What follows belongs to an exercise in optimizing a design on an open flow for a short achievable clock period and few clock cycles; a production flow would make more cautious choices. Only simulation tests tie the RTL to the original design; equivalence was not proved. Power is estimated from default activity; no workload was simulated.

[design/flow/design.v]
`default_nettype none
package icache_pkg;
   localparam int FETCH_ADDR_WIDTH = 32;
   localparam int FETCH_DATA_WIDTH = 32;
   localparam int NB_WAYS          = 2;
   localparam int NB_SETS          = 16;
   localparam int SET_ID_WIDTH     = 4;
   localparam int OFFSET_WIDTH     = 2;
   localparam int SET_ID_LSB       = 2;
   localparam int SET_ID_MSB       = 5;
   localparam int TAG_LSB          = 6;
   localparam int TAG_WIDTH        = 26;
   localparam int RESP_BUF_DEPTH   = 2;
   localparam int RESP_PTR_WIDTH   = 1;
   localparam int RESP_CNT_WIDTH   = 2;
   typedef enum logic [2:0] {
      IDLE,
      LOOKUP,
      REFILL_REQ,
      REFILL_WAIT,
      FLUSH
   } ctrl_state_e;
endpackage
`default_nettype wire
`timescale 1ns/1ps
`default_nettype none
module refill_resp_buffer #(
   parameter int W = 32,
   parameter int D = 16
)
(
   input  wire logic          clk_i,
   input  wire logic          rst_n_i,
   input  wire logic          push_i,
   input  wire logic [W-1:0]  push_data_i,
   input  wire logic          pop_i,
   output logic [W-1:0]       head_o,
   output logic [W-1:0]       head_next_o,  
   output logic [D:0]         level_o      
);
   logic [W-1:0] e_q [D];
   logic [D:0]   lvl_q;
   assign head_o  = e_q[0];
   assign head_next_o = pop_i ? ((push_i && lvl_q[1]) ? push_data_i : e_q[(D > 1) ? 1 : 0])
                              : ((push_i && lvl_q[0]) ? push_data_i : e_q[0]);
   assign level_o = lvl_q;
   always_ff @(posedge clk_i)
   begin
      if (!rst_n_i)
         lvl_q <= (D+1)'(1);
      else if (push_i && !pop_i)
         lvl_q <= {lvl_q[D-1:0], 1'b0};
      else if (pop_i && !push_i)
         lvl_q <= {1'b0, lvl_q[D:1]};
   end
   always_ff @(posedge clk_i)
   begin
      for (int i = 0; i < D; i++)
      begin
         if (pop_i)
         begin
            if ((i == D - 1) || (push_i && lvl_q[i+1]))
               e_q[i] <= push_data_i;
            else
               e_q[i] <= e_q[(i == D - 1) ? i : i + 1];
         end
         else if (push_i && lvl_q[i])
            e_q[i] <= push_data_i;
      end
   end
endmodule
`default_nettype wire
`timescale 1ns/1ps
`default_nettype none
module icache_top
(
   input  wire logic        clk_i,
   input  wire logic        rst_n_i,
   input  wire logic        fetch_req_i,
   input  wire logic [31:0] fetch_addr_i,
   output logic             fetch_gnt_o,
   output logic             fetch_rvalid_o,
   output logic [31:0]      fetch_rdata_o,
   output logic             refill_req_o,
   input  wire logic        refill_gnt_i,
   output logic [31:0]      refill_addr_o,
   input  wire logic        refill_r_valid_i,
   input  wire logic [31:0] refill_r_data_i,
   input  wire logic        flush_icache_i,
   output logic             cache_is_flushed_o
);
   localparam int NW  = 2;             
   localparam int NS  = 16;            
   localparam int NL  = NW * NS;       
   localparam int TW  = 26;            
   localparam int N   = 256;           
   localparam int R   = 64;            
   localparam int D   = 64;            
   logic [TW-1:0]  tag_q   [NW][NS];
   logic [NW-1:0]  valid_q [NS];
   logic [NS-1:0]  victim_q;
   logic [31:0]    data_q  [NL];        
   logic           nogo_q;              
   logic           acc;
   logic [TW-1:0]  a_tag;
   logic [NS-1:0]  a_sel;
   assign fetch_gnt_o = ~(nogo_q | flush_icache_i);
   assign acc         = fetch_req_i & fetch_gnt_o;
   assign a_tag       = fetch_addr_i[31:6];
   always_comb
      for (int s = 0; s < NS; s++)
         a_sel[s] = (fetch_addr_i[5:2] == 4'(s));
   logic           l_valid_q;
   logic [29:0]    l_addr_q;            
   logic [NS-1:0]  l_sel_q;             
   logic [NW-1:0]  l_mraw_q;            
   logic [NW-1:0]  l_vraw_q;            
   logic           l_vict_raw_q;        
   logic           l_same_q;            
   logic           l_pway_q;            
   logic           l_eqp_q;             
   logic [TW-1:0]  l_tag;
   logic [NW-1:0]  match;
   logic           hit;
   logic           vict;
   logic           miss;
   logic [NW-1:0]  fill_w;
   assign l_tag = l_addr_q[29:4];
   always_comb
   begin
      for (int w = 0; w < NW; w++)
         match[w] = (l_same_q && (l_pway_q == w[0])) ? l_eqp_q
                                                     : (l_vraw_q[w] & l_mraw_q[w]);
      hit  = |match;
      vict = l_vict_raw_q ^ l_same_q;
      miss = l_valid_q & ~hit;
      for (int w = 0; w < NW; w++)
         fill_w[w] = miss & (vict == w[0]);
   end
   logic           w_v_q;
   logic           w_hit_q;
   logic [4:0]     w_line_q;            
   logic           p_v_q;               
   logic [29:0]    p_addr_q;
   logic [5:0]     rq_head;
   logic [N:0]     rq_lvl;
   logic           rq_ne;
   logic           rq_push;
   logic           rq_pop;
   logic           hd_v_q;
   logic           hd_hit_q;
   logic [31:0]    hd_word_q;           
   logic [NL-1:0]  hd_wsel_q;           
   logic [31:0]    hd_word;
   logic           pop;
   logic           hd_load;
   logic           from_w;
   logic           mq_pop;
   logic           out_v_q;
   logic [31:0]    out_d_q;
   assign rq_ne   = !rq_lvl[0];
   assign hd_load = !hd_v_q || pop;
   assign rq_pop  = hd_load && rq_ne;
   assign from_w  = hd_load && !rq_ne && w_v_q;
   assign rq_push = w_v_q && !from_w;
   refill_resp_buffer #(.W(6), .D(N)) i_resp_q (
      .clk_i       ( clk_i              ),
      .rst_n_i     ( rst_n_i            ),
      .push_i      ( rq_push            ),
      .push_data_i ( {w_hit_q, w_line_q} ),
      .pop_i       ( rq_pop             ),
      .head_o      ( rq_head            ),
      .head_next_o (                    ),
      .level_o     ( rq_lvl             )
   );
   logic [29:0]    aq_head;
   logic [29:0]    aq_next;
   logic [29:0]    raddr_q;             
   logic           aq_ne_next;          
   logic [R:0]     aq_lvl;
   logic           req_q;
   logic           take;
   logic [D:0]     owed_q;              
   logic           rf_v_q;
   logic [31:0]    rf_d_q;
   logic [31:0]    dq_head;
   logic [D:0]     dq_lvl;
   logic           dq_ne;
   assign take          = req_q & refill_gnt_i;
   assign aq_ne_next    = p_v_q || (take ? !aq_lvl[1] : !aq_lvl[0]);
   assign refill_req_o  = req_q;
   assign refill_addr_o = {raddr_q, 2'b00};
   refill_resp_buffer #(.W(30), .D(R)) i_addr_q (
      .clk_i       ( clk_i    ),
      .rst_n_i     ( rst_n_i  ),
      .push_i      ( p_v_q    ),
      .push_data_i ( p_addr_q ),
      .pop_i       ( take     ),
      .head_o      ( aq_head  ),
      .head_next_o ( aq_next  ),
      .level_o     ( aq_lvl   )
   );
   refill_resp_buffer #(.W(32), .D(D)) i_data_q (
      .clk_i       ( clk_i    ),
      .rst_n_i     ( rst_n_i  ),
      .push_i      ( rf_v_q   ),
      .push_data_i ( rf_d_q   ),
      .pop_i       ( mq_pop   ),
      .head_o      ( dq_head  ),
      .head_next_o (          ),
      .level_o     ( dq_lvl   )
   );
   assign dq_ne  = !dq_lvl[0];
   assign pop    = hd_v_q & (hd_hit_q | dq_ne);
   assign mq_pop = pop & ~hd_hit_q;
   logic [4:0]     nx_line;
   logic [NL-1:0]  nx_sel;
   logic           nx_byp;
   always_comb
   begin
      nx_line = rq_ne ? rq_head[4:0] : w_line_q;
      nx_byp  = 1'b0;
      hd_word = '0;
      for (int i = 0; i < NL; i++)
      begin
         nx_sel[i] = (nx_line == 5'(i));
         nx_byp    = nx_byp | (nx_sel[i] & hd_wsel_q[i]);
         hd_word   = hd_word | ({32{nx_sel[i]}} & data_q[i]);
      end
      if (nx_byp && hd_v_q && dq_ne)
         hd_word = dq_head;
   end
   assign fetch_rvalid_o = out_v_q;
   assign fetch_rdata_o  = out_d_q;
   logic           fl_done_q;
   logic           fl_now;
   assign fl_now             = flush_icache_i & ~fl_done_q;
   assign cache_is_flushed_o = fl_done_q;
   always_ff @(posedge clk_i)
   begin
      if (!rst_n_i)
      begin
         nogo_q    <= 1'b0;
         l_valid_q <= 1'b0;
         l_same_q  <= 1'b0;
         w_v_q     <= 1'b0;
         p_v_q     <= 1'b0;
         hd_v_q    <= 1'b0;
         out_v_q   <= 1'b0;
         req_q     <= 1'b0;
         owed_q    <= (D+1)'(1);
         rf_v_q    <= 1'b0;
         fl_done_q <= 1'b0;
         victim_q  <= '0;
         for (int s = 0; s < NS; s++)
            valid_q[s] <= '0;
      end
      else
      begin
         nogo_q    <= (|rq_lvl[N:N-6]) || (|aq_lvl[R:R-6]);
         l_valid_q <= acc;
         l_same_q  <= miss && ((fetch_addr_i[5:2]) == l_addr_q[3:0]);
         w_v_q     <= l_valid_q;
         p_v_q     <= miss;
         if (hd_load)
            hd_v_q <= rq_ne || w_v_q;
         out_v_q   <= pop;
         req_q  <= aq_ne_next &&
                   !((take && !mq_pop) ? owed_q[D-1] : (mq_pop && !take) ? 1'b0 : owed_q[D]);
         if (take && !mq_pop)
            owed_q <= {owed_q[D-1:0], 1'b0};
         else if (mq_pop && !take)
            owed_q <= {1'b0, owed_q[D:1]};
         rf_v_q <= refill_r_valid_i;
         fl_done_q <= fl_now;
         for (int s = 0; s < NS; s++)
         begin
            for (int w = 0; w < NW; w++)
               if (fill_w[w] && l_sel_q[s])
                  valid_q[s][w] <= 1'b1;
            if (miss && l_sel_q[s])
               victim_q[s] <= ~victim_q[s];
            if (fl_now)
               valid_q[s] <= '0;
         end
      end
   end
   always_ff @(posedge clk_i)
   begin
      logic [NW-1:0] mraw;
      logic [NW-1:0] vraw;
      logic          vraw_p;
      l_addr_q <= fetch_addr_i[31:2];
      l_sel_q  <= a_sel;
      mraw   = '0;
      vraw   = '0;
      vraw_p = 1'b0;
      for (int s = 0; s < NS; s++)
      begin
         for (int w = 0; w < NW; w++)
         begin
            mraw[w] = mraw[w] | (a_sel[s] & (tag_q[w][s] == a_tag));
            vraw[w] = vraw[w] | (a_sel[s] & valid_q[s][w]);
         end
         vraw_p = vraw_p | (a_sel[s] & victim_q[s]);
      end
      l_mraw_q     <= mraw;
      l_vraw_q     <= vraw;
      l_vict_raw_q <= vraw_p;
      l_pway_q     <= vict;
      l_eqp_q      <= (a_tag == l_tag);
      for (int s = 0; s < NS; s++)
         for (int w = 0; w < NW; w++)
            if (fill_w[w] && l_sel_q[s])
               tag_q[w][s] <= l_tag;
      w_hit_q  <= hit;
      w_line_q <= {hit ? match[1] : vict, l_addr_q[3:0]};
      p_addr_q <= l_addr_q;
      if (hd_load)
      begin
         hd_hit_q <= rq_ne ? rq_head[5] : w_hit_q;
         hd_word_q <= hd_word;
         for (int i = 0; i < NL; i++)
            hd_wsel_q[i] <= nx_sel[i] && !(rq_ne ? rq_head[5] : w_hit_q);
      end
      out_d_q <= hd_hit_q ? hd_word_q : dq_head;
      for (int i = 0; i < NL; i++)
         if (hd_v_q && dq_ne && hd_wsel_q[i])
            data_q[i] <= dq_head;
      rf_d_q <= refill_r_data_i;
      raddr_q <= aq_ne_next ? aq_next : '0;
   end
endmodule
`default_nettype wire
[design/flow/config.mk]
export PLATFORM = sky130hd
export DESIGN_NAME = icache_top
export DESIGN_NICKNAME = icache_top
export VERILOG_FILES = /design/flow/design.v
export SDC_FILE = /design/flow/constraint.sdc
export NUM_CORES = 4
export LEC_CHECK = 0
export CAP_MARGIN = 20
export CORE_MARGIN = 2
export CORE_UTILIZATION = 45
export CTS_CLUSTER_DIAMETER = 100
export CTS_CLUSTER_SIZE = 20
export SETUP_SLACK_MARGIN = 3.2
export SLEW_MARGIN = 20
export TNS_END_PERCENT = 100
[design/flow/constraint.sdc]
create_clock -name core_clock -period 6.0 [get_ports {clk_i}]
set_input_delay 1.2000 -clock core_clock [delete_from_list [all_inputs] [get_ports {clk_i}]]
set_output_delay 1.2000 -clock core_clock [all_outputs]
set_load 0.01 [all_outputs]
[design/flow/flow/run.sh]
#!/bin/bash
# The standard layout, with every port buffered by a plain buf_4 rather
# than the delay cell buffer_ports picks on its own.
set -euo pipefail
export BUFFER_PORTS_ARGS="-buffer_cell sky130_fd_sc_hd__buf_4"
bash standard.sh finish > standard_flow.log 2>&1
[design/flow/standard.sh]
#!/bin/bash
# synth_recipe.tcl (not shown) runs the flow's synth.tcl, then flattens the netlist and writes it again
# the make line also repeats each setting of config.mk as NAME=value (left out here)
make -C /OpenROAD-flow-scripts/flow DESIGN_CONFIG=/design/flow/config.mk WORK_HOME=/design/flow/orfs CLKGATE_MAP_FILE= SYNTH_SCRIPT=/design/flow/synth_recipe.tcl "${@:-finish}"
==> flow_metrics.env <==
export IMPL_path_clk_slew_ns=0.09
export IMPL_antenna_found_initial=46
export IMPL_finClkSkew_ns=0.0891
export IMPL_fmax_mhz=297
export IMPL_fin_nets=32600
export IMPL_dp_cells=41000
export IMPL_status="timing/DRC/antenna clean"
export IMPL_fin_crit_sh=0.560
export IMPL_ios=138
export IMPL_cap_viol_max_count=0
export IMPL_tightest_slew_ns=1.17
export IMPL_synth_common_cells="11,800 x nor2_1, 6,155 x dfxtp_1, 5,413 x o22ai_1"
export IMPL_syn_area_um2=310000
export IMPL_worst_path_buf_inv=5
export IMPL_row_count=305
export IMPL_drtIter0Drc=24400
export IMPL_finalNonFillerCells=41900
export IMPL_cts_tree="yes"
export IMPL_max_stage_delay_ns=0.42
export IMPL_yosysTopAreaCell="dfxtp_1"
export IMPL_initial_core_util=0.451
export IMPL_ctsHoldBuffers=0
export IMPL_wirelength_um=948000
export IMPL_final_area_um2=337000
export IMPL_ys_flop_type="dfxtp_1"
export IMPL_grt_first_pass_wirelength_um=1430000
export IMPL_crit_path_start_kind="flip-flop"
export IMPL_routed_via_density=5.88
export IMPL_cts_sinks=8114
export IMPL_required_ns=6.85
export IMPL_drc=0
export IMPL_grt_max_degree=127
export IMPL_overflow=0
export IMPL_hold_viol_final=0
export IMPL_slew_limit_headroom=0.223
export IMPL_drt_pass1_iter_count=8
export IMPL_synth_edf_count=1959
export IMPL_layout_drive_gt1_share=0.0763
export IMPL_htreeDepth=5
export IMPL_leakage_nw=126
export IMPL_hold_class="in2reg"
export IMPL_critPathKind="reg2reg"
export IMPL_dpl_cell_area_um2=318000
export IMPL_period_minus_slack_ns=3.36
export IMPL_slowest_stage="edfxtp_1"
export IMPL_cts_max_path_buffers=4
export IMPL_core_area_um2=688000
export IMPL_top_layer="met5"
export IMPL_port_buffers=133
export IMPL_met2_length_um=429000
export IMPL_yosys_area_top_type_share=0.397
export IMPL_synthTopCellsByArea="dfxtp_1 40%, edfxtp_1 19%, nor2_1 14%"
export IMPL_vdd_drop_max_v=0.000340
export IMPL_die_h_um=834
export IMPL_dpl_hpwl_um=537000
export IMPL_ys_types=85
export IMPL_cp_arrival_ns=4.21
export IMPL_synth_async_sr_flop_share=0
export IMPL_place_congestion=0.807
export IMPL_wire_per_inst_um=22.6
export IMPL_ys_seq_elements=8114
export IMPL_path_cells="buf_12 -> buf_4 -> nor4bb_4 -> buf_4 -> buf_4 -> o22ai_4 -> buf_4 -> o2111ai_1 -> nor4bb_2 -> nand3_2 -> mux2_4"
export IMPL_wl_met1_um=402000
export IMPL_tns_ns=0
export IMPL_setup_slack_ns=2.64
export IMPL_die_area_um2=696000
export IMPL_via_count=247000
export IMPL_grt_pass1_vias=233000
export IMPL_cp_common_cell="buf_4"
export IMPL_power_per_cell_area_nw_per_um2=397
export IMPL_yosysWarnings=10
export IMPL_antenna_left=0
export IMPL_clock_latency_ns=1.13
export IMPL_rsz0062_at_grt="yes"
export IMPL_cts_buffers=447
export IMPL_avgSynthCellArea_um2=9.20
export IMPL_critPathCaptureType="flip-flop"
export IMPL_crit_fanout=9
export IMPL_cts_root_buffer="clkbuf_16"
export IMPL_track_usage=0.258
export IMPL_setup_violations=0
export IMPL_wl_met3_um=81000
export IMPL_maxSlewViolCount=0
export IMPL_synth_most_common_cell="nor2_1"
export IMPL_timing_hold_ws_ns=0.223
export IMPL_yosysSeqAreaShare=0.587
export IMPL_area_growth_syn_to_layout_pct=8.57
export IMPL_dp_slack_ns=1.56
export IMPL_cpLargestDelayFamily="buffers and inverters"
export IMPL_die_w_um=834
export IMPL_netlist_instances=33700
timing repair:
item	CTS	global route
cloned	42	17
endpoints found under the setup margin	6201	3249
pin swaps	61	14
gates resized for setup	548	125
setup buffers	198	25
power by group:
| part | internal, mW | switching, mW |
|---|---|---|
| Combinational | 11.4 | 12.3 |
| Sequential | 69.7 | 8.32 |
| Clock | 14.0 | 18.0 |
| Total | 95.2 | 38.7 |
state kept, by name, indices dropped and copies added, names as in the netlist, 65 cells and up:
register and flops:
i_resp_q.lvl_q 257, owed_q 65, data_q 1024, tag_q 832, i_addr_q.lvl_q 65, i_resp_q.e_q 1536, i_data_q.e_q 2048, i_addr_q.e_q 1920
i_data_q.lvl_q 65
layout by cell type (no fill, tap or decap), drive strengths merged, types with 24 or more instances in the layout:
| cell | n |
|---|---|
| a222oi | 65 |
| edfxtp | 1959 |
| dfxtp | 6155 |
| inv | 205 |
| mux2 | 486 |
| o2111ai | 170 |
| o22ai | 5415 |
| mux2i | 442 |
| a21oi | 470 |
| and2 | 44 |
| nand3 | 67 |
| clkbuf | 588 |
| xor2 | 561 |
| nor2 | 11800 |
| nor3 | 71 |
| a22oi | 39 |
| o221ai | 585 |
| xnor2 | 318 |
| diode | 33 |
| nor4bb | 26 |
| nand2 | 1768 |
| buf | 900 |
| nand4 | 114 |
| a22o | 24 |
| nor4 | 163 |
path summary, 6_finish.rpt:
kind	slack, ns	endpoint	cells after the start	startpoint
worst min register to register	0.36	p_addr_q[0]	0	l_addr_q[0]
worst max-delay path	2.64	hd_word_q[4]	11	i_resp_q.e_q[0][4]
worst max register to register	2.64	hd_word_q[4]	11	i_resp_q.e_q[0][4]
worst min-delay path	0.22	rf_d_q[20]	1	refill_r_data_i[20]
cell families (layout without fill, tap and decap cells):
kind of cell               Yosys count  after routing  share of synthesized area
AOI/OAI and AO/OA                 6866           6869                      0.145
xor gates and xnor gates           879            879                     0.0248
adders and majority gates            5              5                   0.000202
buffers and inverters             2806           1732                     0.0351
DFF                               8114           8114                      0.587
muxes                              928            928                     0.0322
other                                1             35                  0.0000121
and+or+nand+nor                  14100          14200                      0.176
through the flow:
| stage | utilization | power [mW] |
|---|---|---|
| after floorplan | - | 94.5 |
| after global placement | 0.461 | 100 |
| after detailed placement | 0.462 | 102 |
| after CTS | 0.487 | 134 |
| after global routing | 0.489 | 141 |
| final | 0.489 | 134 |
cell type report:
class | instances | area (um2)
timing repair buffer | 940 | 10300
fill | 62900 | 352000
timing repair inverter | 2 | 17.5
multi-input combinational | 22800 | 119000
tap | 9210 | 11500
inverter | 194 | 805
antenna | 33 | 82.6
clock buffer | 571 | 11900
sequential | 8114 | 182000
clock inverter | 25 | 423
routing by layer:
layer	global-route usage	up-vias
li1	-	116000
met1	0.350	119000
met2	0.421	9564
met3	0.0426	1978
met4	0.0844	20
met5	0	-
Testbench counts, summed over its fixed seeds: cycles 32,745.

## static timing again, ports no longer ideal
No port has a modelled driver above. Below, the same layout with a new extraction and two added sets of constraints. Step 1, drivers: a clkbuf_16 drives clk_i and a buf_2 each remaining input, both assumed. Step 2, shift: input delay + t, output delay - t, t = (earliest + latest rising clock arrival at the registers) / 2. This alone moves slack from input paths to output paths. a / b / c = ideal ports / drivers / drivers and shift; a / b = the first two.
t (ns): 1.228
setup WS [ns]: 2.638 / 2.638 / 2.163
worst setup path after step 2: input to register
latest minus earliest clock arrival (ns): 0.100 / 0.100
worst register clock-pin slew, ns: 0.09 / 0.09
After both steps setup and hold are still met in this run. The setup slack of this run moves by 0.000 ns with the drivers and by -0.475 ns with both steps.
